From an optimization exercise on the open Yosys and OpenROAD flow, aimed at small area; shortcuts taken in it are not production practice. Only simulation tests tie the RTL to the original design; equivalence was not proved. Power is estimated from default activity; no workload was simulated.

File: flow/design.v
package typing_pkg;
	typedef logic [7:0] ascii_t;
	typedef logic [11:0] coord_t;
	typedef logic [2:0] speed_t;
	typedef logic [2:0] slot_idx_t;
	typedef logic [11:0] bcd3_t;
	typedef enum logic [1:0] {
		ST_START  = 2'd0,  
		ST_RUN    = 2'd1,
		ST_STOP   = 2'd2,  
		ST_FINISH = 2'd3   
	} game_state_e;
	typedef enum logic [1:0] {
		CLR_WHITE = 2'd0,  
		CLR_RED   = 2'd1,  
		CLR_GREEN = 2'd2   
	} char_color_e;
endpackage
module key_filter (
	input  logic       clk,
	input  logic       arst_n,
	input  logic [7:0] ascii,
	input  logic       ctrl,
	output logic       is_enter,
	output logic       is_pause,
	output logic       letter_press,
	output logic [4:0] letter_code   
);
	logic [7:0] last_code;
	logic       key_press;
	logic       ctrl_q;
	logic       is_t;
	always_ff @(posedge clk or negedge arst_n) begin
		if (!arst_n) begin
			last_code <= '0;
			key_press <= 1'b0;
		end else begin
			last_code <= ascii;
			key_press <= (ascii != '0) && (ascii != last_code);
		end
	end
	always_ff @(posedge clk)
		ctrl_q <= ctrl;
	assign is_t = (last_code == 8'h54) || (last_code == 8'h74);
	assign is_enter     = key_press && (last_code == 8'h0d);
	assign is_pause     = key_press && ctrl_q && is_t;
	assign letter_press = key_press && !is_enter && !is_pause;
	assign letter_code  = (last_code[7:5] == 3'b010) ? last_code[4:0] : 5'd0;
endmodule
module game_fsm (
	input  logic       clk,
	input  logic       arst_n,
	input  logic       is_enter,
	input  logic       is_pause,
	input  logic       time_done,
	output logic [1:0] state,
	output logic       run,
	output logic       frame_tick,
	output logic       spawn_tick,
	output logic       second_tick,
	output logic       clear_all,
	output logic       enter_finish
);
	logic [1:0] cnt4;
	logic [2:0] cnt5;
	logic [3:0] cnt10;
	logic [1:0] cnt3;
	logic       c5_last;
	assign run = (state == 2'd1);
	always_ff @(posedge clk or negedge arst_n) begin
		if (!arst_n)
			state <= 2'd0;
		else if (run) begin
			if (time_done)
				state <= 2'd3;
			else if (is_pause)
				state <= 2'd2;
		end else if (is_enter)
			state <= 2'd1;
	end
	assign enter_finish = run && time_done;
	assign clear_all    = (state == 2'd3) && is_enter;
	assign frame_tick  = run && (cnt4 == 2'd3);
	assign c5_last     = frame_tick && cnt5[2] && !cnt5[1];
	assign second_tick = c5_last && (cnt10 == 4'd9);
	assign spawn_tick  = c5_last && cnt3[1];
	always_ff @(posedge clk or negedge arst_n) begin
		if (!arst_n) begin
			cnt4  <= '0;
			cnt5  <= '0;
			cnt10 <= '0;
			cnt3  <= '0;
		end else if (run) begin
			cnt4 <= cnt4 + 1'b1;
			if (frame_tick)
				cnt5 <= {cnt5[1:0], !cnt5[2] && !cnt5[1]};
			if (c5_last) begin
				cnt10 <= (cnt10 == 4'd9) ? 4'd0 : cnt10 + 1'b1;
				cnt3  <= {cnt3[0], !cnt3[1] && !cnt3[0]};
			end
		end
	end
endmodule
module char_pool (
	input  logic       clk,
	input  logic       arst_n,
	input  logic       run,
	input  logic       frame_tick,
	input  logic       spawn_tick,
	input  logic       letter_press,
	input  logic [4:0] letter_code,
	input  logic       enter_finish,
	input  logic [2:0] slot_sel,
	output logic       slot_valid,
	output logic [11:0] slot_x,
	output logic [11:0] slot_y,
	output logic [7:0] slot_text,
	output logic [1:0] slot_color,
	output logic       hit_pulse,
	output logic       miss_pulse
);
	localparam int N = 8;
	logic [1:0] kind [N];
	logic [2:0] sub  [N];
	logic [5:0] col  [N];
	logic [4:0] code [N];
	logic [8:0] row  [N];
	logic [31:0] l0;
	logic [5:0]  l1;
	logic [1:0]  l2;
	logic        lfsr_step;
	logic [4:0]  rand_code;
	logic [N-1:0] valid;
	logic [3:0] scan_step;
	logic       judge_step;
	logic [2:0] idx;
	logic [8:0] dec;
	logic [4:0] pend_code;
	logic [4:0] cur_code;
	logic       best_found;
	logic [2:0] best_idx;
	logic [8:0] best_y;
	logic [2:0] m_st;
	logic [8:0] m_row;
	logic [4:0] m_code;
	logic       m_white;
	logic       cand;
	logic       bound_hit;
	logic       in_band;
	logic       judge;
	assign lfsr_step = spawn_tick && !enter_finish;
	assign rand_code = (l0[4:0] < 5'd26) ? l0[4:0] + 5'd1 : l0[4:0] - 5'd25;
	always_ff @(posedge clk or negedge arst_n) begin
		if (!arst_n) begin
			l0 <= 32'h938ab4e1;
			l1 <= 6'(32'h2a912bdf);
			l2 <= 2'(32'hea57d2ac);
		end else if (lfsr_step) begin
			l0 <= {l0[22] ^ l0[2] ^ l0[1] ^ l0[0], l0[31:1]};
			l1 <= {l0[0] ^ l0[2] ^ l0[7] ^ l0[8] ^ l0[10] ^ l0[14] ^ l0[15] ^ l0[26] ^ l0[30] ^ l1[1] ^ l2[0], l1[5:1]};
			l2 <= {l0[2] ^ l0[3] ^ l0[12] ^ l0[13] ^ l0[16] ^ l0[17] ^ l0[18] ^ l0[20] ^ l0[26] ^ l0[27] ^ l0[31] ^ l1[4], l2[1]};
		end
	end
	logic [N-1:0] first_free;
	always_comb begin
		for (int i = 0; i < N; i++)
			valid[i] = (kind[i] != 2'b00) || sub[i][2];
		for (int i = 0; i < N; i++)
			first_free[i] = !valid[i] && ((valid & ((N)'(1) << i) - 1'b1) == ((N)'(1) << i) - 1'b1);
	end
	assign judge_step = scan_step[3];
	assign idx        = judge_step ? best_idx : scan_step[2:0];
	always_comb
		for (int k = 0; k < 9; k++)
			dec[k] = (scan_step == 4'(k));
	logic [N-1:0] isel;
	always_comb begin
		m_st = '0; m_row = '0; m_code = '0;
		for (int i = 0; i < N; i++) begin
			isel[i] = (idx == 3'(i));
			m_st   = m_st   | ({kind[i], sub[i][2]} & {3{isel[i]}});
			m_row  = m_row  | (row[i]  & {9{isel[i]}});
			m_code = m_code | (code[i] & {5{isel[i]}});
		end
	end
	assign m_white = (m_st == 3'b001);
	assign cand = run && !judge_step && m_white && (m_code == cur_code) &&
		(m_row < 9'(400)) && (!best_found || (m_row > best_y));
	assign bound_hit = run && !judge_step && m_white && (m_row >= 9'(400));
	assign in_band   = (m_row >= 9'(320)) && (m_row < 9'(400));
	assign judge     = run && judge_step && best_found;
	assign hit_pulse  = judge && in_band;
	assign miss_pulse = bound_hit || (judge && !in_band);
	always_ff @(posedge clk or negedge arst_n) begin
		if (!arst_n) begin
			scan_step  <= '0;
			pend_code  <= '0;
			cur_code   <= '0;
			best_found <= 1'b0;
		end else if (enter_finish) begin
			scan_step  <= '0;
			pend_code  <= '0;
			cur_code   <= '0;
			best_found <= 1'b0;
		end else if (run) begin
			if (letter_press)
				pend_code <= letter_code;
			if (cand)
				best_found <= 1'b1;
			if (judge_step) begin
				cur_code   <= letter_press ? letter_code : pend_code;
				pend_code  <= '0;
				best_found <= 1'b0;
				scan_step  <= '0;
			end else begin
				scan_step <= scan_step + 1'b1;
			end
		end
	end
	always_ff @(posedge clk) begin
		if (cand) begin
			best_idx <= idx;
			best_y   <= m_row;
		end
	end
	for (genvar i = 0; i < N; i++) begin : g_slot
		logic sel, spawn_here, mark, fade_ev, colored, white;
		assign sel        = isel[i];
		assign spawn_here = spawn_tick && first_free[i];
		assign mark       = sel && (bound_hit || judge);
		assign colored    = (kind[i] != 2'b00);
		assign white      = !colored && sub[i][2];
		assign fade_ev    = run && colored && (kind[i][1] ? dec[3] : dec[(i + 4) % 9]);
		always_ff @(posedge clk or negedge arst_n) begin
			if (!arst_n) begin
				kind[i]   <= 2'b00;
				sub[i][2] <= 1'b0;
			end else if (enter_finish) begin
				kind[i]   <= 2'b00;
				sub[i][2] <= 1'b0;
			end else if (spawn_here) begin
				sub[i][2] <= 1'b1;
			end else if (mark) begin
				kind[i]   <= !judge ? 2'b01 : in_band ? 2'b11 : 2'b10;
				sub[i][2] <= 1'b0;
			end else if (fade_ev) begin
				if (sub[i] == 3'b110) begin
					kind[i]   <= 2'b00;
					sub[i][2] <= 1'b0;
				end else
					sub[i][2] <= sub[i][1];
			end
		end
		always_ff @(posedge clk) begin
			if (spawn_here) begin
				col[i]       <= l1;
				code[i]      <= rand_code;
				sub[i][1:0]  <= l2;
			end else begin
				if (mark)
					sub[i][1:0] <= 2'd0;
				else if (fade_ev)
					sub[i][1:0] <= {sub[i][0], !sub[i][2]};
			end
		end
	end
	for (genvar i = 0; i < N; i++) begin : g_row
		logic       fall;
		logic [2:0] lo;
		logic [8:2] t;
		assign fall = frame_tick && (kind[i] == 2'b00);
		assign lo   = 3'(row[i][1:0]) + 3'(sub[i][1:0]) + 3'd1;
		always_comb begin
			t[2] = fall & lo[2];
			for (int k = 3; k <= 8; k++)
				t[k] = t[k-1] & row[i][k-1];
		end
		always_ff @(posedge clk) begin
			row[i][1:0] <= {2{valid[i]}} & (fall ? lo[1:0] : row[i][1:0]);
			row[i][8:2] <= {7{valid[i]}} & (row[i][8:2] ^ t);
		end
	end
	logic [N-1:0] rsel;
	logic [2:0] r_st;
	logic [5:0] r_col;
	logic [8:0] r_row;
	logic [4:0] r_code;
	always_comb begin
		r_st = '0; r_col = '0; r_row = '0; r_code = '0;
		for (int i = 0; i < N; i++) begin
			rsel[i] = (slot_sel == 3'(i));
			r_st   = r_st   | ({kind[i], sub[i][2]} & {3{rsel[i]}});
			r_col  = r_col  | (col[i]  & {6{rsel[i]}});
			r_row  = r_row  | (row[i]  & {9{rsel[i]}});
			r_code = r_code | (code[i] & {5{rsel[i]}});
		end
		slot_valid = |r_st;
		slot_color = {r_st[2] & r_st[1], r_st[2] ^ r_st[1]};
		slot_x     = {2'b00, 7'(r_col) + 7'(15), 3'b000};
		slot_y     = {3'b000, r_row};
		slot_text  = {3'b010, r_code};
	end
endmodule
module score_board (
	input  logic        clk,
	input  logic        arst_n,
	input  logic        second_tick,
	input  logic        hit_pulse,
	input  logic        miss_pulse,
	input  logic        clear_all,
	output logic        time_done,
	output logic [11:0] time_bcd,
	output logic [11:0] hit_bcd,
	output logic [11:0] miss_bcd
);
	logic [3:0] t0;
	logic [2:0] t1;
	logic [3:0] h0, h1, m0, m1;
	logic [1:0] h2, m2;
	function automatic logic [3:0] tog(input logic [3:0] d);
		tog = {d[0] & ((d[1] & d[2]) | d[3]), d[0] & d[1], d[0] & !d[3], 1'b1};
	endfunction
	logic t0c, h0c, h1c, m0c, m1c;
	assign t0c = t0[0] & t0[3];
	assign h0c = h0[0] & h0[3];
	assign h1c = h1[0] & h1[3];
	assign m0c = m0[0] & m0[3];
	assign m1c = m1[0] & m1[3];
	always_ff @(posedge clk or negedge arst_n) begin
		if (!arst_n) begin
			t0 <= '0; t1 <= '0;
			h0 <= '0; h1 <= '0; h2 <= '0;
			m0 <= '0; m1 <= '0; m2 <= '0;
		end else begin
			t0 <= {4{!clear_all}} & (t0 ^ ({4{second_tick}} & tog(t0)));
			t1 <= {3{!clear_all}} & (t1 ^ ({3{second_tick & t0c}} & {t1[1] & t1[0], t1[0], 1'b1}));
			h0 <= {4{!clear_all}} & (h0 ^ ({4{hit_pulse}} & tog(h0)));
			h1 <= {4{!clear_all}} & (h1 ^ ({4{hit_pulse & h0c}} & tog(h1)));
			h2 <= {2{!clear_all}} & (h2 ^ ({2{hit_pulse & h0c & h1c}} & {h2[0], 1'b1}));
			m0 <= {4{!clear_all}} & (m0 ^ ({4{miss_pulse}} & tog(m0)));
			m1 <= {4{!clear_all}} & (m1 ^ ({4{miss_pulse & m0c}} & tog(m1)));
			m2 <= {2{!clear_all}} & (m2 ^ ({2{miss_pulse & m0c & m1c}} & {m2[0], 1'b1}));
		end
	end
	assign time_done = (t1 == 3'd6) && (t0 == 4'd0);
	assign time_bcd  = {5'd0, t1, t0};
	assign hit_bcd   = {2'd0, h2, h1, h0};
	assign miss_bcd  = {2'd0, m2, m1, m0};
endmodule
module typing_game (
	input  logic        clk,
	input  logic        arst_n,
	input  logic [7:0]  ascii,
	input  logic        ctrl,
	input  logic [2:0]  slot_sel,
	output logic [1:0]  state,
	output logic [11:0] time_bcd,
	output logic [11:0] hit_bcd,
	output logic [11:0] miss_bcd,
	output logic        slot_valid,
	output logic [11:0] slot_x,
	output logic [11:0] slot_y,
	output logic [7:0]  slot_text,
	output logic [1:0]  slot_color
);
	logic       is_enter;
	logic       is_pause;
	logic       letter_press;
	logic [4:0] letter_code;
	logic       run;
	logic       frame_tick;
	logic       spawn_tick;
	logic       second_tick;
	logic       clear_all;
	logic       enter_finish;
	logic       time_done;
	logic       hit_pulse;
	logic       miss_pulse;
	key_filter key_filter_inst (
		.clk          (clk),
		.arst_n       (arst_n),
		.ascii        (ascii),
		.ctrl         (ctrl),
		.is_enter     (is_enter),
		.is_pause     (is_pause),
		.letter_press (letter_press),
		.letter_code  (letter_code)
	);
	game_fsm game_fsm_inst (
		.clk          (clk),
		.arst_n       (arst_n),
		.is_enter     (is_enter),
		.is_pause     (is_pause),
		.time_done    (time_done),
		.state        (state),
		.run          (run),
		.frame_tick   (frame_tick),
		.spawn_tick   (spawn_tick),
		.second_tick  (second_tick),
		.clear_all    (clear_all),
		.enter_finish (enter_finish)
	);
	char_pool char_pool_inst (
		.clk          (clk),
		.arst_n       (arst_n),
		.run          (run),
		.frame_tick   (frame_tick),
		.spawn_tick   (spawn_tick),
		.letter_press (letter_press),
		.letter_code  (letter_code),
		.enter_finish (enter_finish),
		.slot_sel     (slot_sel),
		.slot_valid   (slot_valid),
		.slot_x       (slot_x),
		.slot_y       (slot_y),
		.slot_text    (slot_text),
		.slot_color   (slot_color),
		.hit_pulse    (hit_pulse),
		.miss_pulse   (miss_pulse)
	);
	score_board score_board_inst (
		.clk         (clk),
		.arst_n      (arst_n),
		.second_tick (second_tick),
		.hit_pulse   (hit_pulse),
		.miss_pulse  (miss_pulse),
		.clear_all   (clear_all),
		.time_done   (time_done),
		.time_bcd    (time_bcd),
		.hit_bcd     (hit_bcd),
		.miss_bcd    (miss_bcd)
	);
endmodule
File: flow/constraint.sdc
create_clock -name core_clock -period 10.0 [get_ports {clk}]
set_input_delay 2.0000 -clock core_clock [delete_from_list [all_inputs] [get_ports {clk}]]
set_output_delay 2.0000 -clock core_clock [all_outputs]
set_load 0.01 [all_outputs]
File: flow/flow/area.abc
strash
&get -n
&fraig -x
&put
scorr
dc2
strash
&get -n
&dch -f
&nf -R 1000 -p
&put
File: flow/flow/run.sh
#!/bin/bash
# The standard layout (standard.sh) with three changes:
#  - synthesis: synth_recipe.tcl as is, but ABC maps for area (flow/area.abc);
#  - clock tree: no dummy loads, small clock buffers in small clusters;
#  - ports: buffered with the smallest buffer.
# Each ORFS step keeps its own log under orfs/logs; make's output goes to
# standard.log.
set -euo pipefail
here=$(pwd)
export FLOW_AREA_ABC=$here/flow/area.abc
export FLOW_SYNTH_TCL=$here/synth_recipe.tcl
export CTS_ARGS="-sink_clustering_enable -repair_clock_nets -sink_clustering_size 8 -sink_clustering_max_diameter 50 -buf_list sky130_fd_sc_hd__clkbuf_4 -dont_use_dummy_load"
export BUFFER_PORTS_ARGS="-buffer_cell sky130_fd_sc_hd__buf_1"
sed "s#SYNTH_SCRIPT=[^ ]*#SYNTH_SCRIPT=$here/flow/synth_area.tcl#" standard.sh > standard_area.sh
grep -q "SYNTH_SCRIPT=$here/flow/synth_area.tcl" standard_area.sh
bash standard_area.sh > standard.log 2>&1
File: flow/flow/synth_area.tcl
# The standard synthesis script (synth_recipe.tcl, unchanged), with only the
# ABC script of the technology-mapping step swapped for an area-oriented one.
# Flip-flops are mapped before ABC runs, so the registers are the standard ones.
proc abc {args} {
  set i [lsearch -exact $args -script]
  if { $i >= 0 } { lset args [expr {$i + 1}] $::env(FLOW_AREA_ABC) }
  yosys abc {*}$args
}
source $::env(FLOW_SYNTH_TCL)
File: flow/standard.sh
#!/bin/bash
# synth_recipe.tcl (not shown) runs the flow's synth.tcl, then flattens the netlist and writes it again
# the make line also repeats each setting of config.mk as NAME=value (left out here)
make -C /OpenROAD-flow-scripts/flow DESIGN_CONFIG=/design/flow/config.mk WORK_HOME=/design/flow/orfs CLKGATE_MAP_FILE= SYNTH_SCRIPT=/design/flow/synth_recipe.tcl "${@:-finish}"
File: flow/config.mk
export PLATFORM = sky130hd
export DESIGN_NAME = typing_game
export DESIGN_NICKNAME = typing_game
export VERILOG_FILES = /design/flow/design.v
export SDC_FILE = /design/flow/constraint.sdc
export NUM_CORES = 4
export LEC_CHECK = 0
export CAP_MARGIN = 20
export CORE_MARGIN = 2
export CORE_UTILIZATION = 40
export PLACE_DENSITY = 0.5
export SLEW_MARGIN = 20
==> impl_metrics.toml, run 1 <==
[run_status]
outcome = "no timing/DRC/antenna violations"

[routing]
vias_per_cell = 5.78
drt_iter0_markers = 1240
vias = 11100
drt_pass1_iterations = 10
drtAntennaViolNets = 0
postRouteWirelength_mm = 41.8
drcViolationCount = 0
wl_per_cell_um = 21.8

[power_and_ir_drop]
p_leak_nw = 6.47
power-per-cell-area_nw_per_um2 = 149
p_total_mw = 2.44
pwr-share-comb = 0.167
p_clk_frac = 0.267
seq_power_share = 0.566
p_sw_uw = 743
netSwitchingFraction = 0.304
irDropWorstVdd_uv = 102
p_int_mw = 1.70

[clock_tree]
htreeDepth = 2
root_buffer = "clkbuf_4"
clkSinkCount = 317
clkTransAtPathRegs_ns = 0.09
post_cts_resized = 0
clkLatencyLatePin_ns = 0.73
post_cts_buffers = 0
clock_path_buffers = 3
cts_hold_buf = 0
cts_tree = "built"
cts_buffers = 48

[finish]
regArea_um2 = 8170
nets = 1547
n_fill_cell = 3534
area_growth_pct = 9.62
final_core_util = 0.446
multi_input_area_um2 = 6500
layout-drive-gt1-share = 0.0802
fin_cells = 1916

[synth]
syn-cell-area_um2 = 14900
synth-seq-area-share = 0.548
synth_seq_cells = 317
synth_common_cells = "edfxtp_1 (116), dfrtp_1 (108), nand2_1 (91), nor2_1 (91), ha_1 (75)"
ys_types = 51
synth_top_cell_area_share = 0.234
synth_top_area_cell = "edfxtp_1"
synth_top_flop_cell = "edfxtp_1"
synthArstFlopShare = 0.404
syn_inst = 1303
synth_area_leaders = "edfxtp_1 (23%), dfrtp_1 (18%), dfxtp_1 (9.8%), ha_1 (6.3%), a222oi_1 (4.4%)"
synth.avg_cell_area_um2 = 11.4
synth-edff-count = 116
ys_warn_count = 9
yosysMostFrequentCell = "edfxtp_1"

[worst_setup_path]
r2r_setup_slack_ns = 4.99
startpoint = "slot_sel[1]"
worstSetupPathType = "in -> out"
critPathMaxStageDelay_ns = 0.96
slowest_stage = "nor3b_2"
crit_fanout = 12
cp.required_ns = 8.00
cp.buffers_inverters = 2
crit_family = "simple AND/OR/NAND/NOR gates"
crit_arrival_ns = 4.42
r2r-start = "char_pool_inst.scan_step[3]$_DFFE_PN0P_"
worstPathCellList = "buf_1 -> nor3b_2 -> a222oi_1 -> and3_1 -> ha_1 -> nand2_1 -> nor2_1 -> nor3_1 -> buf_1"
cp-end-kind = "output pin"
cp_common_cell = "buf_1"
cp-start-kind = "input pin"

[timing]
period_minus_slack_ns = 6.42
rsz0062_at_grt = "no"
tns_ns = 0
skew_ns = 0.0893
report.final.setup_viol = 0
finalHoldViolCount = 0
period_share = 0.642
slew_headroom = 0.249
setup_ws_ns = 3.58
worstMarginPinSlew_ns = 1.12
final_max_slew_viol_count = 0
fmax_mhz = 156

[grt]
grt_max_degree = 75
grt_pass1_wl_mm = 64.4
grt_pass1_vias = 10900
antenna_found_initial = 1
grt-ovfl-total = 0
groute.usage.overall = 0.217

[placed_design]
place.gp.congestion = 0.851
io_buffers = 66
dp_hpwl_mm = 28.2
place_ws_ns = 3.57
placedCellCount = 1867

[hold_path]
hold_class = "reg -> reg"
holdCritStartpoint = "game_fsm_inst.cnt3[0]$_DFFE_PN0P_"

[floorplanning]
die_x_um = 197
die-area_um2 = 38800
initial_core_util = 0.406
die_h_um = 197
core-area_um2 = 36700
rows = 70
ioPinCount = 87

[job]
drv_cap = 0
## power groups by stage
| stage | Clock, mW | Combinational (mW) | Sequential (mW) |
|---|---|---|---|
| after global routing | 0.727 | 0.437 | 1.39 |
| final | 0.651 | 0.408 | 1.38 |
| after CTS | 0.680 | 0.401 | 1.38 |
| after floorplan | 0 | 0.229 | 1.40 |
| after detailed placement | 0 | 0.400 | 1.41 |
| after global placement | 0 | 0.401 | 1.41 |
## cell usage in the layout (no fill, tap or decap), types with 22 or more instances in the layout
master / Yosys / final
edfxtp_1: 116 / 116
dfrtp_1: 108 / 108
nand2_1: 91 / 91
nor2_1: 91 / 89
ha_1: 75 / 75
dfxtp_1: 73 / 73
a222oi_1: 65 / 65
buf_1: 0 / 65
clkinv_1: 63 / 63
a21oi_1: 56 / 56
nand3_1: 54 / 54
clkbuf_4: 0 / 49
o21ai_0: 46 / 46
xnor2_1: 46 / 46
nor2b_1: 44 / 44
nor3_1: 49 / 43
mux2_1: 36 / 36
a22oi_1: 32 / 32
buf_4: 20 / 32
a22o_1: 29 / 29
and2_0: 28 / 28
and3_1: 23 / 22
## registers in the layout, summed over array words and instances, names as in the netlist, 6 cells and up
signal and count:
char_pool_inst.l1 6, char_pool_inst.col 48, char_pool_inst.kind 16, char_pool_inst.row 72, key_filter_inst.last_code 8, char_pool_inst.code 40
char_pool_inst.best_y 9, char_pool_inst.sub 24, char_pool_inst.l0 32
## routing by layer
layer,wire length [um],share of wire,vias up,GRT usage
met5,0,0,-,0
met4,1050,0.025,0,0.0693
met3,2920,0.070,76,0.0389
met2,19500,0.47,410,0.357
met1,18300,0.44,5376,0.293
li1,-,-,5206,-
## final cells by class
class,instances,area share
Antenna cell,1,0.000153
Sequential cell,317,0.500
Timing Repair Buffer,98,0.0301
Clock buffer,48,0.0220
Tap cell,468,0.0358
Inverter,63,0.0145
Multi-Input combinational cell,921,0.398
## cell families after synthesis
| kind of cell | Yosys count | synth area share |
|---|---|---|
| buffers and inverters | 83 | 0.0259 |
| XOR/XNOR | 56 | 0.0329 |
| multiplexers | 44 | 0.0326 |
| adder cells (fa/ha/maj) | 85 | 0.0757 |
| AO/OA/AOI/OAI | 286 | 0.141 |
| other | 2 | 0.000504 |
| flip-flops | 317 | 0.548 |
| AND/OR/NAND/NOR | 430 | 0.143 |
## per-stage QoR
| stage | hold WS [ns] | cell area [um2] |
|---|---|---|
| final | 0.471 | 16300 |
| after global routing | 0.503 | 16300 |
| after CTS | 0.473 | 16300 |
| after detailed placement | 0.461 | 16000 |
| after global placement | 0.450 | 16000 |
| after floorplan | 0.430 | 15000 |
## final timing paths
kind                                                         to  depth (start not counted)
hold reg to reg               game_fsm_inst.cnt3[0]$_DFFE_PN0P_                          1
setup reg to reg             char_pool_inst.best_y[8]$_DFFE_PP_                         17
min in group asynchronous      score_board_inst.h2[1]$_DFF_PN0_                          2
hold / removal                game_fsm_inst.cnt3[0]$_DFFE_PN0P_                          1
setup / recovery                                      slot_x[9]                          9
max in group asynchronous  char_pool_inst.sub[7][2]$_DFFE_PN0P_                          3
==> run 2, diff against run 1 <==
--- a/flow/flow/run.sh
+++ b/flow/flow/run.sh
@@ -9,7 +9,7 @@
 here=$(pwd)
 export FLOW_AREA_ABC=$here/flow/area.abc
 export FLOW_SYNTH_TCL=$here/synth_recipe.tcl
-export CTS_ARGS="-sink_clustering_enable -repair_clock_nets -sink_clustering_size 8 -sink_clustering_max_diameter 50 -buf_list sky130_fd_sc_hd__clkbuf_4 -dont_use_dummy_load"
+export CTS_ARGS="-sink_clustering_enable -repair_clock_nets -sink_clustering_size 24 -sink_clustering_max_diameter 100 -buf_list sky130_fd_sc_hd__clkbuf_16 -dont_use_dummy_load"
 export BUFFER_PORTS_ARGS="-buffer_cell sky130_fd_sc_hd__buf_1"
 sed "s#SYNTH_SCRIPT=[^ ]*#SYNTH_SCRIPT=$here/flow/synth_area.tcl#" standard.sh > standard_area.sh
 grep -q "SYNTH_SCRIPT=$here/flow/synth_area.tcl" standard_area.sh
==> impl_metrics.toml, run 2 <==
[run_status]
outcome = "no timing/DRC/antenna violations"

[synth]
synth_area_leaders = "edfxtp_1 (23%), dfrtp_1 (18%), dfxtp_1 (9.8%), ha_1 (6.3%), a222oi_1 (4.4%)"
syn-cell-area_um2 = 14900
syn_inst = 1303
yosysMostFrequentCell = "edfxtp_1"
synth-edff-count = 116
ys_types = 51
synthArstFlopShare = 0.404
synth_seq_cells = 317
synth_common_cells = "edfxtp_1 (116), dfrtp_1 (108), nand2_1 (91), nor2_1 (91), ha_1 (75)"
synth.avg_cell_area_um2 = 11.4
synth-seq-area-share = 0.548
synth_top_area_cell = "edfxtp_1"
ys_warn_count = 9
synth_top_flop_cell = "edfxtp_1"
synth_top_cell_area_share = 0.234

[floorplanning]
rows = 70
die_h_um = 197
ioPinCount = 87
die_x_um = 197
die-area_um2 = 38800
core-area_um2 = 36700
initial_core_util = 0.406

[power_and_ir_drop]
pwr-share-comb = 0.164
p_leak_nw = 6.46
power-per-cell-area_nw_per_um2 = 152
p_int_mw = 1.78
p_sw_uw = 718
irDropWorstVdd_uv = 108
seq_power_share = 0.552
netSwitchingFraction = 0.287
p_clk_frac = 0.284

[worst_setup_path]
slowest_stage = "nor3b_2"
crit_family = "simple AND/OR/NAND/NOR gates"
critPathMaxStageDelay_ns = 0.94
cp_common_cell = "buf_1"
crit_arrival_ns = 4.40
cp.buffers_inverters = 2
cp-end-kind = "output pin"
cp-start-kind = "input pin"
crit_fanout = 12
worstPathCellList = "buf_1 -> nor3b_2 -> a222oi_1 -> and3_1 -> ha_1 -> nand2_1 -> nor2_1 -> nor3_1 -> buf_1"
worstSetupPathType = "in -> out"
cp.required_ns = 8.00

[clock_tree]
clkTransAtPathRegs_ns = 0.10
clock_path_buffers = 3
cts_hold_buf = 0
cts_buffers = 17
htreeDepth = 1
root_buffer = "clkbuf_16"
post_cts_resized = 0
cts_tree = "built"
clkLatencyLatePin_ns = 0.52
clkSinkCount = 317
post_cts_buffers = 0

[finish]
final_common_cell = "edfxtp_1"
fin_cells = 1884
n_fill_cell = 3500
layout-drive-gt1-share = 0.0600
area_growth_pct = 10.0
largest_reg_flops = 72
largest-register = "char_pool_inst.row"
nets = 1516
antennaDiodeCount = 0
reg_top3 = "char_pool_inst.row: 72 flops, char_pool_inst.col: 48 flops, char_pool_inst.code: 40 flops"
final_cell_mix = "edfxtp_1 (116), dfrtp_1 (108), nand2_1 (91)"

[timing]
period_minus_slack_ns = 6.40
period_share = 0.640
worstMarginPinSlew_ns = 1.09
slew_headroom = 0.269
final_max_slew_viol_count = 0
fmax_mhz = 156
skew_ns = 0.0475
rsz0062_at_grt = "no"
finalHoldViolCount = 0
tns_ns = 0
report.final.setup_viol = 0

[grt]
grt-ovfl-total = 0
grt_max_degree = 75
grt_pass1_wl_mm = 63.7
groute.usage.overall = 0.214
grt_pass1_vias = 10600
antenna_found_initial = 0

[job]
drv_cap = 0

[routing]
drcViolationCount = 0
drt_pass1_iterations = 10
drtAntennaViolNets = 0
vias = 10900
wl_per_cell_um = 21.9
drt_iter0_markers = 1146
postRouteWirelength_mm = 41.2
vias_per_cell = 5.78

[placed_design]
place.gp.congestion = 0.851
io_buffers = 66
dp_hpwl_mm = 28.2
placedCellCount = 1867

[hold_path]
hold_class = "reg -> reg"
-- run 2: final cells by class --
type                    count  area [um2]  area share
flip-flops and latches    317        8170       0.498
multi-input cells         921        6500       0.396
well taps                 468         586      0.0357
repair buffers             98         492      0.0300
clock buffers              17         425      0.0259
inverters                  63         236      0.0144
-- run 2: worst paths after layout --
check | depth (start not counted) | from | to | slack (ns)
worst max-delay path | 9 | slot_sel[1] | slot_x[9] | 3.60
worst min-delay path | 1 | game_fsm_inst.cnt3[0]$_DFFE_PN0P_ | game_fsm_inst.cnt3[0]$_DFFE_PN0P_ | 0.47
worst max register to register | 17 | char_pool_inst.scan_step[3]$_DFFE_PN0P_ | char_pool_inst.best_y[7]$_DFFE_PP_ | 5.08
worst min register to register | 1 | game_fsm_inst.cnt3[0]$_DFFE_PN0P_ | game_fsm_inst.cnt3[0]$_DFFE_PN0P_ | 0.47
max in group asynchronous | 3 | arst_n | char_pool_inst.sub[7][2]$_DFFE_PN0P_ | 6.94
min in group asynchronous | 2 | arst_n | score_board_inst.h2[1]$_DFF_PN0_ | 1.73
-- run 2: per-layer routing --
metal | track usage | wire length, um | vias up
li1 | - | - | 5116
met1 | 0.296 | 18300 | 5327
met2 | 0.356 | 19200 | 373
met3 | 0.0256 | 2510 | 70
met4 | 0.0568 | 1180 | 0
met5 | 0 | 0 | -
-- run 2: worst register-to-register path, cell delays in order (launching register included) --
cell	delay [ns]
dfrtp_1	0.64
nor2_1	0.21
a21oi_1	0.35
clkinv_1	0.23
nor2_1	0.16
buf_4	0.33
a222oi_1	0.16
nand2_1	0.10
nor3_1	0.09
ha_1	0.21
clkinv_1	0.04
a21oi_1	0.06
maj3_1	0.34
o21ai_0	0.18
a211oi_1	0.10
o21ai_0	0.15
o21ai_0	0.33
a21boi_2	0.85
-- run 2: kinds of logic after synthesis --
group                    Yosys count  synth area share
other                              2          0.000504
XOR/XNOR                          56            0.0329
buffers and inverters             83            0.0259
AND/OR/NAND/NOR                  430             0.143
AO/OA/AOI/OAI                    286             0.141
flip-flops                       317             0.548
adder cells (fa/ha/maj)           85            0.0757
multiplexers                      44            0.0326
-- run 2: metrics by stage --
step / hold slack, ns / instance area [um2] / setup WS, ns / utilization / power [mW]
after floorplan: 0.430 / 15000 / 3.51 / - / 1.63
after global placement: 0.450 / 16000 / 3.66 / 0.435 / 1.81
after detailed placement: 0.461 / 16000 / 3.57 / 0.435 / 1.81
after CTS: 0.473 / 16400 / 3.57 / 0.447 / 2.52
after global routing: 0.502 / 16400 / 3.42 / 0.447 / 2.60
final: 0.472 / 16400 / 3.60 / 0.447 / 2.50
-- run 2: power by group through the flow --
| stage | sequential, mW | combinational (mW) | clock, mW |
|---|---|---|---|
| floorplan | 1.40 | 0.229 | 0 |
| global placement | 1.41 | 0.401 | 0 |
| detailed placement | 1.41 | 0.400 | 0 |
| CTS | 1.38 | 0.401 | 0.740 |
| global route | 1.39 | 0.436 | 0.783 |
| finish | 1.38 | 0.409 | 0.712 |
==> run 3, diff against run 2 <==
--- a/flow/flow/run.sh
+++ b/flow/flow/run.sh
@@ -9,7 +9,7 @@
 here=$(pwd)
 export FLOW_AREA_ABC=$here/flow/area.abc
 export FLOW_SYNTH_TCL=$here/synth_recipe.tcl
-export CTS_ARGS="-sink_clustering_enable -repair_clock_nets -sink_clustering_size 24 -sink_clustering_max_diameter 100 -buf_list sky130_fd_sc_hd__clkbuf_16 -dont_use_dummy_load"
+export CTS_ARGS="-sink_clustering_enable -repair_clock_nets -sink_clustering_size 16 -sink_clustering_max_diameter 80 -buf_list sky130_fd_sc_hd__clkbuf_8 -dont_use_dummy_load"
 export BUFFER_PORTS_ARGS="-buffer_cell sky130_fd_sc_hd__buf_1"
 sed "s#SYNTH_SCRIPT=[^ ]*#SYNTH_SCRIPT=$here/flow/synth_area.tcl#" standard.sh > standard_area.sh
 grep -q "SYNTH_SCRIPT=$here/flow/synth_area.tcl" standard_area.sh
--- a/flow/config.mk
+++ b/flow/config.mk
@@ -8,5 +8,6 @@
 export CAP_MARGIN = 20
 export CORE_MARGIN = 2
 export CORE_UTILIZATION = 40
+export GPL_TIMING_DRIVEN = 0
 export PLACE_DENSITY = 0.5
 export SLEW_MARGIN = 20
==> impl_metrics.toml, run 3 <==
[clock_tree]
cts_hold_buf = 0
post_cts_resized = 0
cts_buffers = 24
clkTransAtPathRegs_ns = 0.10
post_cts_buffers = 0
clock_path_buffers = 3
root_buffer = "clkbuf_8"
htreeDepth = 1
cts_tree = "built"
clkSinkCount = 317
clkLatencyLatePin_ns = 0.60

[worst_setup_path]
crit_arrival_ns = 4.34
cp.required_ns = 8.00
worstSetupPathType = "in -> out"
cp-start-kind = "input pin"
crit_fanout = 23
cp-end-kind = "output pin"

[power_and_ir_drop]
p_int_mw = 1.71
seq_power_share = 0.563
p_leak_nw = 6.61
power-per-cell-area_nw_per_um2 = 147
p_sw_uw = 737
irDropWorstVdd_uv = 82.1
p_clk_frac = 0.257
pwr-share-comb = 0.180
netSwitchingFraction = 0.301

[synth]
synth-edff-count = 116
synth-seq-area-share = 0.548
synth_common_cells = "edfxtp_1 (116), dfrtp_1 (108), nand2_1 (91), nor2_1 (91), ha_1 (75)"
yosysMostFrequentCell = "edfxtp_1"
synth.avg_cell_area_um2 = 11.4
syn_inst = 1303
syn-cell-area_um2 = 14900
synth_seq_cells = 317
synth_top_area_cell = "edfxtp_1"
synth_area_leaders = "edfxtp_1 (23%), dfrtp_1 (18%), dfxtp_1 (9.8%), ha_1 (6.3%), a222oi_1 (4.4%)"
synthArstFlopShare = 0.404
ys_warn_count = 9
ys_types = 51
synth_top_cell_area_share = 0.234
synth_top_flop_cell = "edfxtp_1"

[floorplanning]
die_x_um = 197
die-area_um2 = 38800
core-area_um2 = 36700
rows = 70
die_h_um = 197
initial_core_util = 0.406
ioPinCount = 87

[finish]
reg_top3 = "char_pool_inst.row: 72 flops, char_pool_inst.col: 48 flops, char_pool_inst.code: 40 flops"
final_cell_mix = "edfxtp_1 (116), dfrtp_1 (108), nand2_1 (91)"
n_fill_cell = 3443
largest-register = "char_pool_inst.row"
largest_reg_flops = 72
multi_input_area_um2 = 6560
antennaDiodeCount = 0
regArea_um2 = 8170
final_core_util = 0.455
nets = 1549
final_common_cell = "edfxtp_1"
layout-drive-gt1-share = 0.0925
area_growth_pct = 12.0

[placed_design]
dp_hpwl_mm = 30.2
place_ws_ns = 3.62
place.gp.congestion = 0.832
io_buffers = 66

[routing]
wl_per_cell_um = 22.0
postRouteWirelength_mm = 42.1
drcViolationCount = 0
vias = 11100
vias_per_cell = 5.80
drt_iter0_markers = 1259
drt_pass1_iterations = 7
drtAntennaViolNets = 0

[run_status]
outcome = "no timing/DRC/antenna violations"

[timing]
finalHoldViolCount = 0
period_share = 0.634
report.final.setup_viol = 0
final_max_slew_viol_count = 0
period_minus_slack_ns = 6.34
hold_ws_ns = 0.481
worstMarginPinSlew_ns = 1.04
slew_headroom = 0.306
tns_ns = 0
skew_ns = 0.0677
fmax_mhz = 158
rsz0062_at_grt = "no"
setup_ws_ns = 3.66

[grt]
met2_usage = 0.358
grt-ovfl-total = 0
grt_pass1_wl_mm = 64.4
groute.usage.overall = 0.216
met3_usage = 0.0260
top_usage_layer = "met2"
grtUsageMet1 = 0.295
grt_max_degree = 30
antenna_found_initial = 0
grt_pass1_vias = 10700

[hold_path]
hold_class = "reg -> reg"

[job]
drv_cap = 0
==> run 3: final cells by class <==
type | instances | area share
Clock buffer | 24 | 0.0198
Timing Repair Buffer | 104 | 0.0398
Buffer | 20 | 0.00899
Multi-Input combinational cell | 921 | 0.393
Inverter | 63 | 0.0142
Tap cell | 468 | 0.0351
Sequential cell | 317 | 0.489
==> run 3: final timing paths <==
kind	start	to	slack (ns)	depth (start not counted)
worst max-delay path	slot_sel[1]	slot_x[7]	3.66	10
worst min-delay path	game_fsm_inst.cnt3[0]$_DFFE_PN0P_	game_fsm_inst.cnt3[0]$_DFFE_PN0P_	0.48	1
worst max register to register	char_pool_inst.scan_step[3]$_DFFE_PN0P_	score_board_inst.m2[0]$_DFF_PN0_	4.14	16
worst min register to register	game_fsm_inst.cnt3[0]$_DFFE_PN0P_	game_fsm_inst.cnt3[0]$_DFFE_PN0P_	0.48	1
max in group asynchronous	arst_n	char_pool_inst.kind[4][0]$_DFFE_PN0P_	7.76	3
min in group asynchronous	arst_n	score_board_inst.h2[0]$_DFF_PN0_	1.38	1
==> run 3: routing by layer <==
layer  share of wire  wire length, um
met5               0                0
met4           0.037             1580
met3           0.060             2530
met2            0.46            19400
met1            0.44            18600
==> run 3: kinds of logic (layout without fill, tap and decap cells) <==
| family | Yosys count | count (layout) | synth area share |
|---|---|---|---|
| DFF | 317 | 317 | 0.548 |
| buffers and inverters | 83 | 211 | 0.0259 |
| and+or+nand+nor | 430 | 430 | 0.143 |
| muxes | 44 | 44 | 0.0326 |
| AOI/OAI and AO/OA | 286 | 286 | 0.141 |
| adders and majority gates | 85 | 85 | 0.0757 |
| xor gates and xnor gates | 56 | 56 | 0.0329 |
| other | 2 | 20 | 0.000504 |
==> run 3: power by group through the flow <==
| stage | clock [mW] | combinational, mW | sequential, mW |
|---|---|---|---|
| after global placement | 0 | 0.381 | 1.41 |
| final | 0.630 | 0.441 | 1.38 |
| after floorplan | 0 | 0.229 | 1.40 |
| after CTS | 0.655 | 0.436 | 1.38 |
| after detailed placement | 0 | 0.434 | 1.41 |
| after global routing | 0.692 | 0.466 | 1.38 |
==> run 3: stage by stage <==
step           instance area, um2  power (mW)  instances
2_1_floorplan               15000        1.63       1321
3_3_place_gp                15800        1.79       1855
3_5_place_dp                16400        1.84       1893
4_1_cts                     16700        2.47       1917
5_1_grt                     16700        2.54       1917
6_report                    16700        2.45       1917
==> run 3: critical path, cell delays in order <==
cell and delay, ns:
buf_1 0.26, and3b_2 0.51, a22o_1 0.33, a221oi_1 0.21, and3_1 0.25, ha_1 0.20
nand2_1 0.06, nor2_1 0.18, xor2_1 0.16, buf_1 0.16
==> run 4, diff against run 3 <==
==> flow/flow/area.abc (replaced) <==
strash
&get -n
&fraig -x
&put
scorr
dc2
strash
&get -n
&dch -f
&nf -R 1000 -p
&put
mfs3 -a
--- a/flow/config.mk
+++ b/flow/config.mk
@@ -8,6 +8,5 @@
 export CAP_MARGIN = 20
 export CORE_MARGIN = 2
 export CORE_UTILIZATION = 40
-export GPL_TIMING_DRIVEN = 0
 export PLACE_DENSITY = 0.5
 export SLEW_MARGIN = 20
==> impl_metrics.toml, run 4 <==
[timing]
period_share = 0.627
tns_ns = 0
period_minus_slack_ns = 6.27
final_max_slew_viol_count = 0
worstMarginPinSlew_ns = 1.06
skew_ns = 0.0619
setup_ws_ns = 3.73
fmax_mhz = 160
rsz0062_at_grt = "no"
slew_headroom = 0.289
finalHoldViolCount = 0
report.final.setup_viol = 0

[synth]
synth_seq_cells = 317
ys_warn_count = 9
synth_top_cell_area_share = 0.234
syn_inst = 1298
synth-seq-area-share = 0.549
synth_area_leaders = "edfxtp_1 (23%), dfrtp_1 (18%), dfxtp_1 (9.8%), ha_1 (6.3%), a222oi_1 (4.4%)"
synth_top_flop_cell = "edfxtp_1"
syn-cell-area_um2 = 14900
synth-edff-count = 116
synth_top_area_cell = "edfxtp_1"
yosysMostFrequentCell = "edfxtp_1"
synth.avg_cell_area_um2 = 11.5
ys_types = 49
synth_common_cells = "edfxtp_1 (116), dfrtp_1 (108), nor2_1 (98)"
synthArstFlopShare = 0.404

[clock_tree]
post_cts_resized = 0
htreeDepth = 1
post_cts_buffers = 0
clkSinkCount = 317
cts_buffers = 24
clkTransAtPathRegs_ns = 0.10
clock_path_buffers = 3
root_buffer = "clkbuf_8"
clkLatencyLatePin_ns = 0.61
cts_hold_buf = 0
cts_tree = "built"

[power_and_ir_drop]
p_leak_nw = 6.42
power-per-cell-area_nw_per_um2 = 148
irDropWorstVdd_uv = 75.7

[placed_design]
place_ws_ns = 3.75
dp_hpwl_mm = 27.7
place_area_um2 = 15900
place.gp.congestion = 0.848
io_buffers = 66

[finish]
largest-register = "char_pool_inst.row"
n_fill_cell = 3525
nets = 1518
antennaDiodeCount = 0
final_common_cell = "edfxtp_1"
layout-drive-gt1-share = 0.0649
final_cell_mix = "edfxtp_1 (116), dfrtp_1 (108), nor2_1 (94)"
area_growth_pct = 9.36
reg_top3 = "char_pool_inst.row: 72 flops, char_pool_inst.col: 48 flops, char_pool_inst.code: 40 flops"
largest_reg_flops = 72
fin_area_um2 = 16300

[routing]
vias_per_cell = 5.80
wl_per_cell_um = 21.6
drt_pass1_iterations = 10
drcViolationCount = 0
wl_met1_mm = 18.0
drtAntennaViolNets = 0
vias = 10900
drt_iter0_markers = 1026
top_layer_used = "met4"
met3_length_mm = 2.82
dr_wl_met2_mm = 18.5
postRouteWirelength_mm = 40.8

[worst_setup_path]
reg2reg_depth = 16
cp-start-kind = "input pin"
r2r-start = "char_pool_inst.scan_step[3]$_DFFE_PN0P_"
worstSetupPathType = "in -> out"
crit_arrival_ns = 4.27
cp-end-kind = "output pin"
r2r-end = "score_board_inst.m2[1]$_DFF_PN0_"
r2r_setup_slack_ns = 4.71
crit_fanout = 12
cp.required_ns = 8.00

[floorplanning]
ioPinCount = 87
die_x_um = 197
rows = 70
die_h_um = 197
die-area_um2 = 38800
core-area_um2 = 36600
initial_core_util = 0.406

[grt]
groute.usage.overall = 0.212
antenna_found_initial = 0
grt_pass1_vias = 10500
grt_max_degree = 66
grt-ovfl-total = 0
grt_pass1_wl_mm = 62.9

[hold_path]
holdPathEnd = "game_fsm_inst.cnt3[0]$_DFFE_PN0P_"
hold_depth = 1
hold_class = "reg -> reg"
holdCritStartpoint = "game_fsm_inst.cnt3[0]$_DFFE_PN0P_"

[run_status]
outcome = "no timing/DRC/antenna violations"

[job]
drv_cap = 0
[run 4: cell types whose count changed after synthesis, sizes merged, moves of 2 or more]
cell | before | now
and3 | 23 | 20
nor2b | 44 | 41
clkinv | 63 | 59
nand3 | 54 | 49
nand2b | 9 | 15
nor2 | 91 | 98
o21a | 6 | 3
nor3 | 49 | 47
mux2i | 8 | 10
[run 4: cells by family (layout without fill, tap and decap cells)]
| kind of cell | after synthesis | after routing | synth area share |
|---|---|---|---|
| flip-flops | 317 | 317 | 0.549 |
| other | 2 | 20 | 0.000505 |
| XOR/XNOR | 58 | 58 | 0.0341 |
| multiplexers | 46 | 46 | 0.0340 |
| adder cells (fa/ha/maj) | 85 | 85 | 0.0758 |
| AND/OR/NAND/NOR | 429 | 429 | 0.142 |
| buffers and inverters | 79 | 181 | 0.0250 |
| AO/OA/AOI/OAI | 282 | 282 | 0.139 |
[run 4: power by group]
group | internal, mW | switching, mW | total (mW) | leakage, nW
Sequential | 1.36 | 0.0261 | 1.39 | 3.30
Combinational | 0.110 | 0.280 | 0.390 | 2.95
Clock | 0.216 | 0.410 | 0.625 | 0.173
Total | 1.69 | 0.716 | 2.40 | 6.42
[run 4: worst max path at each step]
stage / startpoint / endpoint / slack [ns] / cells after the start
final: slot_sel[1] / slot_x[7] / 3.73 / 9
after global routing: slot_sel[1] / slot_x[9] / 3.51 / 9
after CTS: slot_sel[1] / slot_x[7] / 3.74 / 9
after detailed placement: slot_sel[1] / slot_x[9] / 3.75 / 9
after global placement: slot_sel[1] / slot_x[9] / 3.84 / 9
after floorplan: slot_sel[0] / slot_x[9] / 3.51 / 7
[run 4: final cells by class]
type / count / area (um2) / area share
Sequential cell: 317 / 8170 / 0.502
Multi-Input combinational cell: 920 / 6470 / 0.398
Tap cell: 468 / 586 / 0.0360
Timing Repair Buffer: 98 / 492 / 0.0302
Clock buffer: 24 / 330 / 0.0203
Inverter: 59 / 221 / 0.0136
[run 4: per-layer routing]
| layer | vias up | global-route usage |
|---|---|---|
| met4 | 0 | 0.0632 |
| met5 | - | 0 |
| met3 | 92 | 0.0352 |
| met1 | 5348 | 0.296 |
| met2 | 425 | 0.341 |
| li1 | 5083 | - |
[run 4: worst max-delay path, stage by stage]
cell and delay, ns:
buf_1 0.18, nor3_2 0.90, a222oi_1 0.26, and3_1 0.24, ha_1 0.24, nand2_1 0.07, nor2_1 0.07, xor2_1 0.14
buf_1 0.17
[run 4: through the flow]
stage / cells / hold WS (ns) / util / power (mW)
floorplan: 1316 / 0.430 / - / 1.62
global placement: 1862 / 0.455 / 0.435 / 1.80
detailed placement: 1862 / 0.460 / 0.435 / 1.80
CTS: 1886 / 0.474 / 0.444 / 2.42
global route: 1886 / 0.494 / 0.444 / 2.51
finish: 1886 / 0.469 / 0.444 / 2.40
==> run 5, diff against run 4 <==
==> flow/flow/area.abc (replaced) <==
strash
&get -n
&fraig -x
&put
scorr
dc2
strash
&get -n
&dch -f
&nf -R 1000 -p
&put
==> impl_metrics.toml, run 5 <==
[timing]
skew_ns = 0.0630
rsz0062_at_grt = "no"
tns_ns = 0
fmax_mhz = 157
final_max_slew_viol_count = 0
finalHoldViolCount = 0
worstMarginPinSlew_ns = 1.08
period_minus_slack_ns = 6.39
period_share = 0.639
report.final.setup_viol = 0
slew_headroom = 0.274

[run_status]
outcome = "no timing/DRC/antenna violations"

[finish]
largest_reg_flops = 72
area_growth_pct = 9.40
reg_top3 = "char_pool_inst.row: 72 flops, char_pool_inst.col: 48 flops, char_pool_inst.code: 40 flops"
antennaDiodeCount = 0
final_cell_mix = "edfxtp_1 (116), dfrtp_1 (108), nand2_1 (91)"
largest-register = "char_pool_inst.row"
final_common_cell = "edfxtp_1"
layout-drive-gt1-share = 0.0647
nets = 1523
final_core_util = 0.445

[clock_tree]
clkTransAtPathRegs_ns = 0.10
post_cts_buffers = 0
cts_tree = "built"
root_buffer = "clkbuf_8"
cts_buffers = 24
clkSinkCount = 317
cts_hold_buf = 0
clock_path_buffers = 3
clkLatencyLatePin_ns = 0.60
post_cts_resized = 0
htreeDepth = 1

[synth]
syn_inst = 1303
synth_top_cell_area_share = 0.234
synth_seq_cells = 317
synth_common_cells = "edfxtp_1 (116), dfrtp_1 (108), nand2_1 (91), nor2_1 (91), ha_1 (75)"
synth-seq-area-share = 0.548
synth_top_flop_cell = "edfxtp_1"
yosysMostFrequentCell = "edfxtp_1"
ys_warn_count = 9
syn-cell-area_um2 = 14900
synth.avg_cell_area_um2 = 11.4
synthArstFlopShare = 0.404
synth-edff-count = 116
synth_area_leaders = "edfxtp_1 (23%), dfrtp_1 (18%), dfxtp_1 (9.8%), ha_1 (6.3%), a222oi_1 (4.4%)"
synth_top_area_cell = "edfxtp_1"
ys_types = 51

[routing]
top_layer_used = "met4"
wl_per_cell_um = 21.8
postRouteWirelength_mm = 41.3
drt_pass1_iterations = 9
dr_wl_met2_mm = 19.2
drtAntennaViolNets = 0
vias_per_cell = 5.75
met3_length_mm = 2.68
vias = 10900
drcViolationCount = 0
drt_iter0_markers = 1158
wl_met1_mm = 18.4

[worst_setup_path]
worstPathCellList = "buf_1 -> nor3b_2 -> a222oi_1 -> and3_1 -> ha_1 -> nand2_1 -> nor2_1 -> nor3_1 -> buf_1"
crit_family = "simple AND/OR/NAND/NOR gates"
crit_arrival_ns = 4.39
critPathMaxStageDelay_ns = 0.93
worstSetupPathType = "in -> out"
r2r-start = "char_pool_inst.scan_step[3]$_DFFE_PN0P_"
cp-start-kind = "input pin"
crit_cells = 9
startpoint = "slot_sel[1]"
slowest_stage = "nor3b_2"
cp.buffers_inverters = 2
cp-end-kind = "output pin"
cp.required_ns = 8.00
cp_common_cell = "buf_1"
crit_fanout = 12
reg2reg_depth = 15

[power_and_ir_drop]
seq_power_share = 0.573
p_int_mw = 1.69
p_sw_uw = 718
power-per-cell-area_nw_per_um2 = 148
p_clk_frac = 0.258
p_total_mw = 2.41
pwr-share-comb = 0.169
irDropWorstVdd_uv = 106
netSwitchingFraction = 0.298
p_leak_nw = 6.43

[hold_path]
hold_class = "reg -> reg"
holdCritStartpoint = "game_fsm_inst.cnt3[0]$_DFFE_PN0P_"
hold_depth = 1

[floorplanning]
die-area_um2 = 38800
die_h_um = 197
core-area_um2 = 36700
rows = 70
ioPinCount = 87
die_x_um = 197
initial_core_util = 0.406

[grt]
grt_max_degree = 75
grt-ovfl-total = 0
grt_pass1_wl_mm = 63.8
antenna_found_initial = 0
groute.usage.overall = 0.214
grt_pass1_vias = 10700

[placed_design]
place.gp.congestion = 0.851
dp_hpwl_mm = 28.2
io_buffers = 66

[job]
drv_cap = 0
==> run 5: changes by cell type in the layout (fill, tap and decap cells not counted), sizes merged, moves of 2 or more <==
| cell | before | now |
|---|---|---|
| o21a | 3 | 6 |
| nand3 | 49 | 54 |
| and3 | 20 | 23 |
| nor2 | 98 | 91 |
| mux2i | 10 | 8 |
| nand2b | 15 | 9 |
| nor3 | 47 | 49 |
| nor2b | 41 | 44 |
| clkinv | 59 | 63 |
==> run 5: worst reg2reg max path, delay by kind of cell, from the launching register on <==
kind	cells	cell delay (ns)
simple gates	3	0.66
compound gates	8	2.26
fa+ha+maj	2	0.69
buf+inv	2	0.38
flops	1	0.56
==> run 5: worst paths after layout <==
path | slack, ns | end
worst min-delay path | 0.47 | game_fsm_inst.cnt3[0]$_DFFE_PN0P_
max in group asynchronous | 7.01 | char_pool_inst.sub[7][2]$_DFFE_PN0P_
worst max-delay path | 3.61 | slot_x[9]
min in group asynchronous | 1.64 | score_board_inst.h2[1]$_DFF_PN0_
worst max register to register | 5.06 | char_pool_inst.best_y[1]$_DFFE_PP_
worst min register to register | 0.47 | game_fsm_inst.cnt3[0]$_DFFE_PN0P_
==> run 5: kinds of logic after synthesis <==
family,synth area share
XOR/XNOR,0.0329
adder cells (fa/ha/maj),0.0757
AO/OA/AOI/OAI,0.141
AND/OR/NAND/NOR,0.143
buffers and inverters,0.0259
flip-flops,0.548
multiplexers,0.0326
other,0.000504
==> run 5: final cells by class <==
cell class,count,area [um2]
Clock buffer,24,330
Fill cell,3522,20400
Inverter,63,236
Multi-Input combinational cell,921,6500
Sequential cell,317,8170
Tap cell,468,586
Timing Repair Buffer,98,492
==> run 5: metal layers <==
metal	track usage	vias up
li1	-	5124
met1	0.296	5284
met2	0.355	393
met3	0.0283	68
met4	0.0568	0
met5	0	-
==> run 5: power groups by stage <==
stage	clock network, mW	registers, mW	logic, mW
floorplan	0	1.40	0.229
global placement	0	1.41	0.401
detailed placement	0	1.41	0.400
CTS	0.646	1.38	0.401
global route	0.691	1.39	0.436
finish	0.622	1.38	0.408
==> run 5: per-stage QoR <==
| step | hold WS, ns | setup WS (ns) | cell area (um2) | cells |
|---|---|---|---|---|
| floorplan | 0.430 | 3.51 | 15000 | 1321 |
| global placement | 0.450 | 3.66 | 16000 | 1867 |
| detailed placement | 0.461 | 3.57 | 16000 | 1867 |
| CTS | 0.474 | 3.57 | 16300 | 1891 |
| global route | 0.503 | 3.42 | 16300 | 1891 |
| finish | 0.473 | 3.61 | 16300 | 1891 |
==> run 6, diff against run 5 <==
==> flow/flow/area.abc (replaced) <==
strash
&get -n
&fraig -x
&put
scorr
dc2
strash
&get -n
&deepsyn -T 60
&dch -f
&nf -R 1000 -p
&put
mfs3 -a
==> impl_metrics.toml, run 6 <==
[synth]
synth_seq_cells = 317
syn-cell-area_um2 = 14800
synth_area_leaders = "edfxtp_1 (24%), dfrtp_1 (18%), dfxtp_1 (9.9%), ha_1 (6.3%), dfstp_2 (3.5%)"
ys_types = 54
synth-seq-area-share = 0.552
synth_common_cells = "edfxtp_1 (116), dfrtp_1 (108), nand2_1 (105)"
synth-simple-area-share = 0.142
synthArstFlopShare = 0.404
synth_xor_area_frac = 0.0302
synth_top_family_by_area = "simple AND/OR/NAND/NOR gates"
synth-edff-count = 116
synth_top_cell_area_share = 0.235
yosysMostFrequentCell = "edfxtp_1"
synth-compound-area-share = 0.140
synth_fa_ha_area_frac = 0.0755
synth_top_area_cell = "edfxtp_1"
synthMuxAreaShare = 0.0343
synth.avg_cell_area_um2 = 11.5
syn_inst = 1283
synth_top_flop_cell = "edfxtp_1"
ys_warn_count = 9

[clock_tree]
clkLatencyLatePin_ns = 0.58
post_cts_buffers = 0
clock_path_buffers = 3
cts_buffers = 24
cts_hold_buf = 0
root_buffer = "clkbuf_8"
cts_tree = "built"
clkTransAtPathRegs_ns = 0.10
htreeDepth = 1
post_cts_resized = 0
clkSinkCount = 317

[timing]
period_share = 0.605
skew_ns = 0.0322
final_max_slew_viol_count = 0
finalHoldViolCount = 0
period_minus_slack_ns = 6.05
fmax_mhz = 165
tns_ns = 0
report.final.setup_viol = 0
worstMarginPinSlew_ns = 1.08
slew_headroom = 0.281
rsz0062_at_grt = "no"

[worst_setup_path]
cp-end-kind = "output pin"
cp-start-kind = "input pin"
cp.buffers_inverters = 3
cp.required_ns = 8.00
cp_common_cell = "buf_1"
crit_family = "buffers and inverters"
worstPathCellList = "buf_1 -> nor3b_2 -> buf_4 -> a222oi_1 -> and4_1 -> ha_1 -> nand3_1 -> xor2_1 -> buf_1"
worstSetupPathType = "in -> out"
crit_arrival_ns = 4.05
crit_cells = 9
critPathMaxStageDelay_ns = 0.36
reg2reg_depth = 16
crit_fanout = 23
slowest_stage = "a222oi_1"

[power_and_ir_drop]
p_total_mw = 2.40
p_leak_nw = 6.61
irDropWorstVdd_uv = 86.4
power-per-cell-area_nw_per_um2 = 148

[finish]
regArea_um2 = 8170
largest-register = "char_pool_inst.row"
largest_reg_flops = 72
multi_input_area_um2 = 6370
layout-drive-gt1-share = 0.0641
nets = 1504
final_core_util = 0.444
reg_top3 = "char_pool_inst.row: 72 flops, char_pool_inst.col: 48 flops, char_pool_inst.code: 40 flops"
area_growth_pct = 9.40
antennaDiodeCount = 0
fin_area_um2 = 16200
n_fill_cell = 3498
final_cell_mix = "edfxtp_1 (116), dfrtp_1 (108), nand2_1 (105)"
final_common_cell = "edfxtp_1"

[routing]
drcViolationCount = 0
wl_per_cell_um = 21.9
vias_per_cell = 5.82
drtAntennaViolNets = 0
drt_pass1_iterations = 6
drt_iter0_markers = 1127
postRouteWirelength_mm = 41.0
vias = 10900

[floorplanning]
ioPinCount = 87
die_x_um = 196
die-area_um2 = 38600
rows = 70
core-area_um2 = 36500
initial_core_util = 0.405
die_h_um = 196

[grt]
grt_pass1_vias = 10600
groute.usage.overall = 0.213
grt_pass1_wl_mm = 63.4
grt-ovfl-total = 0
antenna_found_initial = 0
grt_max_degree = 66

[placed_design]
io_buffers = 66
place_area_um2 = 15900
dp_hpwl_mm = 28.4
place.gp.congestion = 0.852

[run_status]
outcome = "no timing/DRC/antenna violations"

[hold_path]
hold_depth = 1
hold_class = "reg -> reg"

[job]
drv_cap = 0
==> run 6: cell families after synthesis <==
logic type	Yosys count
AND/OR/NAND/NOR	424
AO/OA/AOI/OAI	275
other	2
flip-flops	317
adder cells (fa/ha/maj)	84
XOR/XNOR	51
multiplexers	46
buffers and inverters	84
==> run 6: area by class of cell <==
type | count | area share
clock buffer | 24 | 0.0204
tap | 468 | 0.0361
sequential | 317 | 0.504
inverter | 64 | 0.0148
timing repair buffer | 99 | 0.0311
multi-input combinational | 900 | 0.393
==> run 6: where the power goes <==
group | switching [mW] | internal, mW
Sequential | 0.0367 | 1.36
Clock | 0.404 | 0.215
Combinational | 0.278 | 0.107
Total | 0.718 | 1.69
==> run 6: metrics by stage <==
step                      hold WS (ns)  setup slack [ns]  cells
final                            0.488              3.95   1872
after floorplan                  0.450              3.49   1301
after global routing             0.513              3.76   1872
after detailed placement         0.473              3.93   1848
after CTS                        0.487              3.92   1872
after global placement           0.465              4.02   1846
==> run 6: worst paths after layout <==
path	start	endpoint	slack [ns]
hold / removal	game_fsm_inst.cnt4[0]$_DFFE_PN0P_	game_fsm_inst.cnt4[0]$_DFFE_PN0P_	0.49
max in group asynchronous	arst_n	char_pool_inst.pend_code[3]$_DFFE_PN0P_	7.03
min in group asynchronous	arst_n	game_fsm_inst.cnt10[0]$_DFFE_PN0P_	1.59
setup reg to reg	char_pool_inst.scan_step[3]$_DFFE_PN0P_	score_board_inst.m2[0]$_DFF_PN0_	4.81
hold reg to reg	game_fsm_inst.cnt4[0]$_DFFE_PN0P_	game_fsm_inst.cnt4[0]$_DFFE_PN0P_	0.49
setup / recovery	slot_sel[1]	slot_x[7]	3.95
==> run 6: layer usage <==
layer,vias to the layer above,routed length [um],global-route usage
met5,-,0,0
met4,0,1050,0.0575
met2,387,19000,0.347
met3,54,2490,0.0233
li1,5045,-,-
met1,5404,18500,0.302

-- static timing again, ports no longer ideal --
The flow's constraints put no driver on any port. The routed layouts listed below were extracted and timed again, unchanged, in two steps. Step 1: set_driving_cell puts a clkbuf_16 on clk and a buf_2 on each other input, an assumption about the parent block. Step 2 moves the port delays by t, midway between the first and last clock arrival at a register: inputs arrive t later, outputs are due t later. That takes back most of the time a late clock gives input paths. Three values: no drivers, after step 1, after step 2; two values: the first two.
run | shift t [ns] | slack for setup (ns) | latest minus earliest clock arrival (ns) | slew at the worst register clock pin (ns) | worst data-port slew with drivers (ns)
run 1 | 0.732 | 3.576 / 3.542 / 3.542 | 0.089 / 0.089 | 0.10 / 0.10 | 0.04
run 2 | 0.551 | 3.604 / 3.572 / 3.572 | 0.049 / 0.049 | 0.10 / 0.10 | 0.03
run 3 | 0.613 | 3.656 / 3.624 / 3.624 | 0.069 / 0.069 | 0.12 / 0.12 | 0.04
run 4 | 0.628 | 3.732 / 3.713 / 3.713 | 0.062 / 0.062 | 0.11 / 0.11 | 0.03
run 5 | 0.615 | 3.614 / 3.582 / 3.582 | 0.063 / 0.063 | 0.11 / 0.11 | 0.03
run 6 | 0.619 | 3.946 / 3.921 / 3.921 | 0.033 / 0.033 | 0.11 / 0.11 | 0.04
After both steps setup and hold are still met in every run listed. For run 1, which loses most, drivers alone change the setup slack by -0.034 ns; drivers and shift together by -0.034 ns.
